What follows belongs to an exercise in optimizing a design on an open flow for small area; a production flow would make more cautious choices.
Only simulation tests tie the RTL to the original design; equivalence was not proved.

==> run Y: inputs <==
==> flow/design.v <==
module audio_seq_synth #(
  parameter int NUM_CH    = 2,
  parameter int DEPTH     = 64,
  parameter int HP_W      = 7,
  parameter int TICK_DIV  = 4,
  parameter int SUB_TICKS = 32,
  parameter int SUBSTEPS  = 8,
  parameter int GATE      = 4,
  localparam int ADDR_W   = $clog2(DEPTH),
  localparam int CH_W     = (NUM_CH > 1) ? $clog2(NUM_CH) : 1
) (
  input  logic              clk,
  input  logic              rst,
  input  logic              run,
  input  logic              wr_en,
  input  logic [CH_W-1:0]   wr_ch,
  input  logic [ADDR_W-1:0] wr_addr,
  input  logic [HP_W-1:0]   wr_data,
  input  logic [ADDR_W-1:0] loop_end,
  output logic              audio,
  output logic [NUM_CH-1:0] ch_out,
  output logic [ADDR_W-1:0] step,
  output logic              beat
);
  localparam int PRE_W = (TICK_DIV > 1) ? $clog2(TICK_DIV) : 1;
  localparam int TC_W  = (SUB_TICKS > 1) ? $clog2(SUB_TICKS) : 1;
  localparam int SUB_W = (SUBSTEPS > 1) ? $clog2(SUBSTEPS) : 1;
  localparam logic [PRE_W-1:0]  PRE_MAX  = PRE_W'(TICK_DIV - 1);
  localparam logic [ADDR_W-1:0] STEP_MAX = ADDR_W'(DEPTH - 1);
  localparam int RL = DEPTH - 1;
  localparam int NM = (RL + 1) / 2;
  localparam int M_W = $clog2(NM);
  logic [NUM_CH-1:0][RL-1:0][HP_W-1:0] ring;
  logic [HP_W-1:0]   tap    [NUM_CH];
  logic [HP_W-1:0]   m0     [NUM_CH];
  logic [HP_W-1:0]   cur    [NUM_CH];
  logic [HP_W-1:0]   nxt    [NUM_CH];
  logic [HP_W-1:0]   hp_cur [NUM_CH];
  logic [HP_W-1:0]   hp_ctr [NUM_CH];
  logic [ADDR_W-1:0] rot;
  logic [PRE_W-1:0]  presc;
  logic [TC_W-1:0]   tc;
  logic [SUB_W-1:0]  sub;
  logic              acc;
  logic [ADDR_W-1:0] next_step;
  logic              tick;
  logic              boundary;
  logic              gate;
  logic              wrap_pt;
  localparam int TB_W = SUB_W + TC_W + PRE_W;
  logic [TB_W-1:0] tb_cnt;
  assign presc    = tb_cnt[PRE_W-1:0];
  assign tc       = tb_cnt[PRE_W +: TC_W];
  assign sub      = tb_cnt[PRE_W+TC_W +: SUB_W];
  assign tick     = run && (presc == PRE_MAX);
  assign boundary = run && (tb_cnt == '1);
  assign gate     = run && (32'(sub) < 32'(GATE));
  always_comb begin
    wrap_pt = 1'b0;
    wrap_pt = (step == loop_end) || (step == STEP_MAX);
    next_step = wrap_pt ? '0 : step + 1'b1;
  end
  logic              clr2;       
  logic              clear;
  logic              wr_ok;
  logic [ADDR_W:0]   wdiff;
  logic [ADDR_W-1:0] wpos;
  logic              wa_en;      
  logic [M_W-1:0]    wa_m;       
  logic              p_val;      
  logic              p_ch;
  logic [M_W-1:0]    p_m;
  logic [HP_W-1:0]   p_data;
  logic              pb_en;
  logic [HP_W-1:0]   bus_a, bus_b;
  assign clear = rst || clr2;
  assign wr_ok = wr_en && !rst && (wr_addr != '0);
  always_comb begin
    wdiff = {1'b0, wr_addr} - {1'b0, rot};
    if (wdiff[ADDR_W])
      wpos = ADDR_W'(wdiff + (ADDR_W+1)'(RL));
    else if (wdiff[ADDR_W-1:0] == ADDR_W'(RL))
      wpos = '0;
    else
      wpos = wdiff[ADDR_W-1:0];
  end
  assign wa_en = wr_ok && !wpos[0];
  assign wa_m  = wpos[ADDR_W-1:1];
  assign pb_en = p_val && !(wa_en && (wr_ch == p_ch) && (wa_m == p_m));
  assign bus_a = wr_data;
  assign bus_b = clear ? '0 : p_data;
  always_ff @(posedge clk or posedge rst) begin
    if (rst) begin
      rot   <= '0;
      clr2  <= 1'b1;
      p_val <= 1'b0;
    end else begin
      rot   <= (rot == '0) ? ADDR_W'(RL - 1) : rot - 1'b1;
      clr2  <= 1'b0;
      p_val <= wr_ok && wpos[0];
    end
  end
  always_ff @(posedge clk) begin
    p_ch   <= wr_ch;
    p_m    <= wpos[ADDR_W-1:1] + 1'b1;
    p_data <= wr_data;
  end
  logic [NM-1:0] sel_a [NUM_CH];
  logic [NM-1:0] sel_b [NUM_CH];
  logic [NM-1:0] sel_h [NUM_CH];
  always_comb
    for (int c = 0; c < NUM_CH; c++)
      for (int m = 0; m < NM; m++) begin
        sel_a[c][m] = wa_en && (32'(wr_ch) == c) && (wa_m == M_W'(m));
        sel_b[c][m] = clear || (pb_en && (32'(p_ch) == c) && (p_m == M_W'(m)));
        sel_h[c][m] = !(sel_a[c][m] || sel_b[c][m]);
      end
  for (genvar c = 0; c < NUM_CH; c++) begin : g_ch
    assign tap[c] = ring[c][0];
    for (genvar k = 0; k < RL; k++) begin : g_pos
      if (k % 2 == 0) begin : g_wr
        localparam bit BUS_INV = ((k / 2) % 2 == 0);
        logic [HP_W-1:0] da, db;
        assign da = BUS_INV ? ~bus_a : bus_a;
        assign db = BUS_INV ? ~bus_b : bus_b;
        for (genvar b = 0; b < HP_W; b++) begin : g_bit
          audseq_ring_bit u_b (
            .clk(clk), .sel_h(sel_h[c][k/2]), .sel_a(sel_a[c][k/2]),
            .sel_b(sel_b[c][k/2]), .prev(ring[c][(k + RL - 1) % RL][b]),
            .da(da[b]), .db(db[b]), .q(ring[c][k][b]));
        end
      end else begin : g_pass
        always_ff @(posedge clk)
          ring[c][k] <= ring[c][k-1];
      end
    end
  end
  always_ff @(posedge clk) begin
    for (int c = 0; c < NUM_CH; c++)
      if (rst || (wr_en && 32'(wr_ch) == c && wr_addr == '0))
        m0[c] <= rst ? '0 : wr_data;
  end
  logic wr_cur, wr_nxt, nxt_fill;
  assign wr_cur   = (wr_addr == step);
  assign wr_nxt   = (wr_addr == step + 1'b1);
  assign nxt_fill = (rot == step);
  always_ff @(posedge clk) begin
    for (int c = 0; c < NUM_CH; c++) begin
      if (boundary)
        cur[c] <= (wr_en && 32'(wr_ch) == c && wr_nxt) ? wr_data : nxt[c];
      else if (wr_en && 32'(wr_ch) == c && wr_cur)
        cur[c] <= wr_data;
      if (!boundary) begin
        if (wr_en && 32'(wr_ch) == c && wr_nxt)
          nxt[c] <= wr_data;
        else if (nxt_fill)
          nxt[c] <= tap[c];
      end
    end
  end
  always_ff @(posedge clk or posedge rst) begin
    if (rst) begin
      tb_cnt <= '0;
      step   <= '0;
      beat   <= 1'b0;
    end else begin
      beat <= boundary;
      if (run) begin
        tb_cnt <= tb_cnt + 1'b1;
        if (boundary)
          step <= next_step;
      end
    end
  end
  logic [HP_W-1:0] hp_inc [NUM_CH];
  always_comb
    for (int c = 0; c < NUM_CH; c++)
      hp_inc[c] = hp_ctr[c] + 1'b1;
  always_ff @(posedge clk or posedge rst) begin
    if (rst) begin
      for (int c = 0; c < NUM_CH; c++) begin
        hp_cur[c] <= '0;
        hp_ctr[c] <= '0;
      end
      ch_out <= '0;
    end else begin
      for (int c = 0; c < NUM_CH; c++) begin
        if (!run)
          hp_cur[c] <= (step == '0) ? m0[c] : cur[c];
        else if (boundary)
          hp_cur[c] <= wrap_pt ? m0[c] : nxt[c];
        if (boundary || !gate || (hp_cur[c] == '0)) begin
          ch_out[c] <= 1'b0;
          hp_ctr[c] <= '0;
        end else if (tick) begin
          if (hp_inc[c] == hp_cur[c]) begin
            ch_out[c] <= ~ch_out[c];
            hp_ctr[c] <= '0;
          end else begin
            hp_ctr[c] <= hp_inc[c];
          end
        end
      end
    end
  end
  always_ff @(posedge clk or posedge rst) begin
    if (rst) begin
      acc   <= 1'b0;
      audio <= 1'b0;
    end else if (!run) begin
      audio <= 1'b0;
    end else begin
      audio <= (acc & ch_out[0]) | (acc & ch_out[1]) | (ch_out[0] & ch_out[1]);
      acc   <= acc ^ ch_out[0] ^ ch_out[1];
    end
  end
endmodule
module audseq_ring_bit (
  input  logic clk,
  input  logic sel_h,
  input  logic sel_a,
  input  logic sel_b,
  input  logic prev,
  input  logic da,
  input  logic db,
  output logic q
);
  always_ff @(posedge clk)
    q <= ~((prev & sel_h) | (da & sel_a) | (db & sel_b));
endmodule
==> flow/run.sh <==
#!/bin/bash
# synth_recipe.tcl (not shown) runs the flow's synth.tcl, then flattens the netlist and writes it again
# the make line also repeats each setting of config.mk as NAME=value (left out here)
make -C /OpenROAD-flow-scripts/flow DESIGN_CONFIG=/design/flow/config.mk WORK_HOME=/design/flow/orfs CLKGATE_MAP_FILE= SYNTH_SCRIPT=/design/flow/synth_recipe.tcl finish
==> flow/config.mk <==
export PLATFORM = sky130hd
export DESIGN_NAME = audio_seq_synth
export DESIGN_NICKNAME = audio_seq_synth
export VERILOG_FILES = /design/flow/design.v
export SDC_FILE = /design/flow/constraint.sdc
export NUM_CORES = 4
export LEC_CHECK = 0
export CAP_MARGIN = 20
export CORE_MARGIN = 2
export CORE_UTILIZATION = 40
export CTS_BUF_LIST = sky130_fd_sc_hd__clkbuf_8
export CTS_CLUSTER_DIAMETER = 60
export CTS_CLUSTER_SIZE = 16
export SLEW_MARGIN = 20
export SYNTH_HIERARCHICAL = 1
==> flow/constraint.sdc <==
create_clock -name core_clock -period 10.0 [get_ports {clk}]
set_input_delay 2.0000 -clock core_clock [delete_from_list [all_inputs] [get_ports {clk}]]
set_output_delay 2.0000 -clock core_clock [all_outputs]
set_load 0.01 [all_outputs]
==> inputs of run M, as changes to run Y <==
==> flow/design.v (replaced) <==
module audio_seq_synth #(
  parameter int NUM_CH    = 2,
  parameter int DEPTH     = 64,
  parameter int HP_W      = 7,
  parameter int TICK_DIV  = 4,
  parameter int SUB_TICKS = 32,
  parameter int SUBSTEPS  = 8,
  parameter int GATE      = 4,
  localparam int ADDR_W   = $clog2(DEPTH),
  localparam int CH_W     = (NUM_CH > 1) ? $clog2(NUM_CH) : 1
) (
  input  logic              clk,
  input  logic              rst,
  input  logic              run,
  input  logic              wr_en,
  input  logic [CH_W-1:0]   wr_ch,
  input  logic [ADDR_W-1:0] wr_addr,
  input  logic [HP_W-1:0]   wr_data,
  input  logic [ADDR_W-1:0] loop_end,
  output logic              audio,
  output logic [NUM_CH-1:0] ch_out,
  output logic [ADDR_W-1:0] step,
  output logic              beat
);
  localparam int PRE_W = (TICK_DIV > 1) ? $clog2(TICK_DIV) : 1;
  localparam int TC_W  = (SUB_TICKS > 1) ? $clog2(SUB_TICKS) : 1;
  localparam int SUB_W = (SUBSTEPS > 1) ? $clog2(SUBSTEPS) : 1;
  localparam int ACC_W = $clog2(NUM_CH + 1) + 1;
  localparam logic [PRE_W-1:0]  PRE_MAX  = PRE_W'(TICK_DIV - 1);
  localparam logic [TC_W-1:0]   TC_MAX   = TC_W'(SUB_TICKS - 1);
  localparam logic [SUB_W-1:0]  SUB_MAX  = SUB_W'(SUBSTEPS - 1);
  localparam logic [ADDR_W-1:0] STEP_MAX = ADDR_W'(DEPTH - 1);
  localparam logic [ACC_W-1:0]  NUM_CH_V = ACC_W'(NUM_CH);
  logic [HP_W-1:0]   mem    [NUM_CH][DEPTH];
  logic [HP_W-1:0]   hp_cur [NUM_CH];
  logic [HP_W-1:0]   hp_ctr [NUM_CH];
  logic [PRE_W-1:0]  presc;
  logic [TC_W-1:0]   tc;
  logic [SUB_W-1:0]  sub;
  logic [ACC_W-1:0]  acc;
  logic [ACC_W-1:0]  ch_sum;
  logic [ACC_W-1:0]  mix_s;
  logic [ADDR_W-1:0] next_step;
  logic              tick;
  logic              boundary;
  logic              gate;
  logic              wrap_pt;
  logic [ADDR_W-1:0] rd_addr;
  assign tick     = run && (presc == PRE_MAX);
  assign boundary = tick && (tc == TC_MAX) && (sub == SUB_MAX);
  assign gate     = run && (32'(sub) < 32'(GATE));
  always_comb begin
    wrap_pt = 1'b0;
    wrap_pt = (step == loop_end) || (step == STEP_MAX);
    next_step = wrap_pt ? '0 : step + 1'b1;
    rd_addr   = run ? next_step : step;
  end
  logic [HP_W-1:0] wdata;
  assign wdata = rst ? '0 : wr_data;
  always_ff @(posedge clk) begin
    for (int c = 0; c < NUM_CH; c++)
      for (int a = 0; a < DEPTH; a++)
        if (rst || (wr_en && 32'(wr_ch) == c && 32'(wr_addr) == a))
          mem[c][a] <= wdata;
  end
  always_ff @(posedge clk or posedge rst) begin
    if (rst) begin
      presc <= '0;
      tc    <= '0;
      sub   <= '0;
      step  <= '0;
      beat  <= 1'b0;
    end else begin
      beat <= boundary;
      if (run) begin
        presc <= tick ? '0 : presc + 1'b1;
        if (tick) begin
          tc <= (tc == TC_MAX) ? '0 : tc + 1'b1;
          if (tc == TC_MAX)
            sub <= (sub == SUB_MAX) ? '0 : sub + 1'b1;
        end
        if (boundary)
          step <= next_step;
      end
    end
  end
  always_ff @(posedge clk or posedge rst) begin
    if (rst) begin
      for (int c = 0; c < NUM_CH; c++) begin
        hp_cur[c] <= '0;
        hp_ctr[c] <= '0;
      end
      ch_out <= '0;
    end else begin
      for (int c = 0; c < NUM_CH; c++) begin
        if (!run || boundary)
          hp_cur[c] <= mem[c][rd_addr];
        if (boundary || !gate || (hp_cur[c] == '0)) begin
          ch_out[c] <= 1'b0;
          hp_ctr[c] <= '0;
        end else if (tick) begin
          if (hp_ctr[c] == hp_cur[c] - 1'b1) begin
            ch_out[c] <= ~ch_out[c];
            hp_ctr[c] <= '0;
          end else begin
            hp_ctr[c] <= hp_ctr[c] + 1'b1;
          end
        end
      end
    end
  end
  always_comb begin
    ch_sum = '0;
    for (int c = 0; c < NUM_CH; c++)
      ch_sum = ch_sum + ACC_W'(ch_out[c]);
    mix_s = acc + ch_sum;
  end
  always_ff @(posedge clk or posedge rst) begin
    if (rst) begin
      acc   <= '0;
      audio <= 1'b0;
    end else if (!run) begin
      audio <= 1'b0;
    end else if (mix_s >= NUM_CH_V) begin
      audio <= 1'b1;
      acc   <= mix_s - NUM_CH_V;
    end else begin
      audio <= 1'b0;
      acc   <= mix_s;
    end
  end
endmodule
- CORE_UTILIZATION: 40 -> 25
- CTS_BUF_LIST: sky130_fd_sc_hd__clkbuf_8 -> unset
- CTS_CLUSTER_DIAMETER: 60 -> unset
- CTS_CLUSTER_SIZE: 16 -> unset
- SYNTH_HIERARCHICAL: 1 -> unset
==> inputs of run C, as changes to run Y <==
--- a/flow/design.v
+++ b/flow/design.v
@@ -105,16 +105,33 @@
     p_m    <= wpos[ADDR_W-1:1] + 1'b1;
     p_data <= wr_data;
   end
+  localparam int NHI = (NM + 7) / 8;
+  logic [NHI-1:0] a_hi_n [NUM_CH];
+  logic [NHI-1:0] b_hi_n [NUM_CH];
+  logic [7:0]     a_lo_n, b_lo_n;
+  always_comb begin
+    for (int j = 0; j < 8; j++) begin
+      a_lo_n[j] = !(wa_m[2:0] == 3'(j));
+      b_lo_n[j] = !(clear || (p_m[2:0] == 3'(j)));
+    end
+    for (int c = 0; c < NUM_CH; c++)
+      for (int i = 0; i < NHI; i++) begin
+        a_hi_n[c][i] = !(wa_en && (32'(wr_ch) == c) && (32'(wa_m[M_W-1:3]) == i));
+        b_hi_n[c][i] = !(clear || (pb_en && (32'(p_ch) == c) &&
+                                   (32'(p_m[M_W-1:3]) == i)));
+      end
+  end
   logic [NM-1:0] sel_a [NUM_CH];
   logic [NM-1:0] sel_b [NUM_CH];
   logic [NM-1:0] sel_h [NUM_CH];
-  always_comb
-    for (int c = 0; c < NUM_CH; c++)
-      for (int m = 0; m < NM; m++) begin
-        sel_a[c][m] = wa_en && (32'(wr_ch) == c) && (wa_m == M_W'(m));
-        sel_b[c][m] = clear || (pb_en && (32'(p_ch) == c) && (p_m == M_W'(m)));
-        sel_h[c][m] = !(sel_a[c][m] || sel_b[c][m]);
-      end
+  for (genvar c = 0; c < NUM_CH; c++) begin : g_sel
+    for (genvar m = 0; m < NM; m++) begin : g_m
+      audseq_pos_sel u_s (
+        .a_hi_n(a_hi_n[c][m/8]), .a_lo_n(a_lo_n[m%8]),
+        .b_hi_n(b_hi_n[c][m/8]), .b_lo_n(b_lo_n[m%8]),
+        .sel_a(sel_a[c][m]), .sel_b(sel_b[c][m]), .sel_h(sel_h[c][m]));
+    end
+  end
   for (genvar c = 0; c < NUM_CH; c++) begin : g_ch
     assign tap[c] = ring[c][0];
     for (genvar k = 0; k < RL; k++) begin : g_pos
@@ -228,3 +245,16 @@
   always_ff @(posedge clk)
     q <= ~((prev & sel_h) | (da & sel_a) | (db & sel_b));
 endmodule
+module audseq_pos_sel (
+  input  logic a_hi_n,
+  input  logic a_lo_n,
+  input  logic b_hi_n,
+  input  logic b_lo_n,
+  output logic sel_a,
+  output logic sel_b,
+  output logic sel_h
+);
+  assign sel_a = !(a_hi_n || a_lo_n);
+  assign sel_b = !(b_hi_n || b_lo_n);
+  assign sel_h = !(sel_a || sel_b);
+endmodule
==> out/metrics.cfg <==
[worst_setup_path]
path_buf_inv=1
critPathTopFamily=simple AND/OR/NAND/NOR gates

[yosys]
synth.distinct_cells=70
synth-seq-cells=994

[timing]
finalWorstSetupSlack_ns=3.44

[final_layout]
final_common_cell=dfxtp_1

[power_and_ir_drop]
p_comb_uw=603

[global_routing]
grt_pass1_vias=21600

[outcome]
status=complete, no violations

That was run Y.
==> out/metrics.cfg <==
[global_routing]
grt_pass1_vias=20700

[final_layout]
multi_input_area_mm2=0.00885
final-clk-cell-share_pct=3.84
final_common_cell=dfxtp_1

[worst_setup_path]
critPathTopFamily=compound AO/OA/AOI/OAI gates
path_buf_inv=3

[power_and_ir_drop]
power_density_mw_per_mm2=243

[clock_network]
postCtsSetupBuffers=0

[yosys]
synth.distinct_cells=85

[outcome]
status=complete, no violations

[timing]
finalWorstSetupSlack_ns=3.54

That was run C.
==> out/metrics.cfg <==
[power_and_ir_drop]
p_comb_uw=506

[worst_setup_path]
path_buf_inv=3
critPathTopFamily=simple AND/OR/NAND/NOR gates

[yosys]
synth.distinct_cells=90

[outcome]
status=complete, no violations

[global_routing]
grt_pass1_vias=26000

[timing]
finalWorstSetupSlack_ns=2.92

[final_layout]
final_common_cell=edfxtp_1

That was run M.

## port drivers added, routing unchanged
How much do the figures lean on ideal ports? The routed layouts below were timed once more, with nothing changed but the port constraints.
Step 1, drivers: a clkbuf_16 drives clk and a buf_2 each remaining input, both assumed.
Step 2 adds t to the input delays and takes it off the output delays; t is the mean of the earliest and latest rising clock arrival at the registers after step 1. Input paths then give back, and output paths get back, about the clock's delay inside the block.
Three values: ideal, step 1, step 2; two values: the first two.
run	t, ns	slack for setup (ns)	worst setup path at the end	worst data-port slew with drivers (ns)	cell pins on the clock port's net
run Y	0.778	3.439 / 3.472 / 2.694	input to register	0.04	1
run M	0.788	2.924 / 2.958 / 2.169	input to register	0.04	1
run C	0.766	3.542 / 3.559 / 2.794	input to register	0.07	1
After both steps every run listed still meets setup and hold. For run M, which loses most, drivers alone change the setup slack by +0.034 ns; drivers and shift together by -0.755 ns.
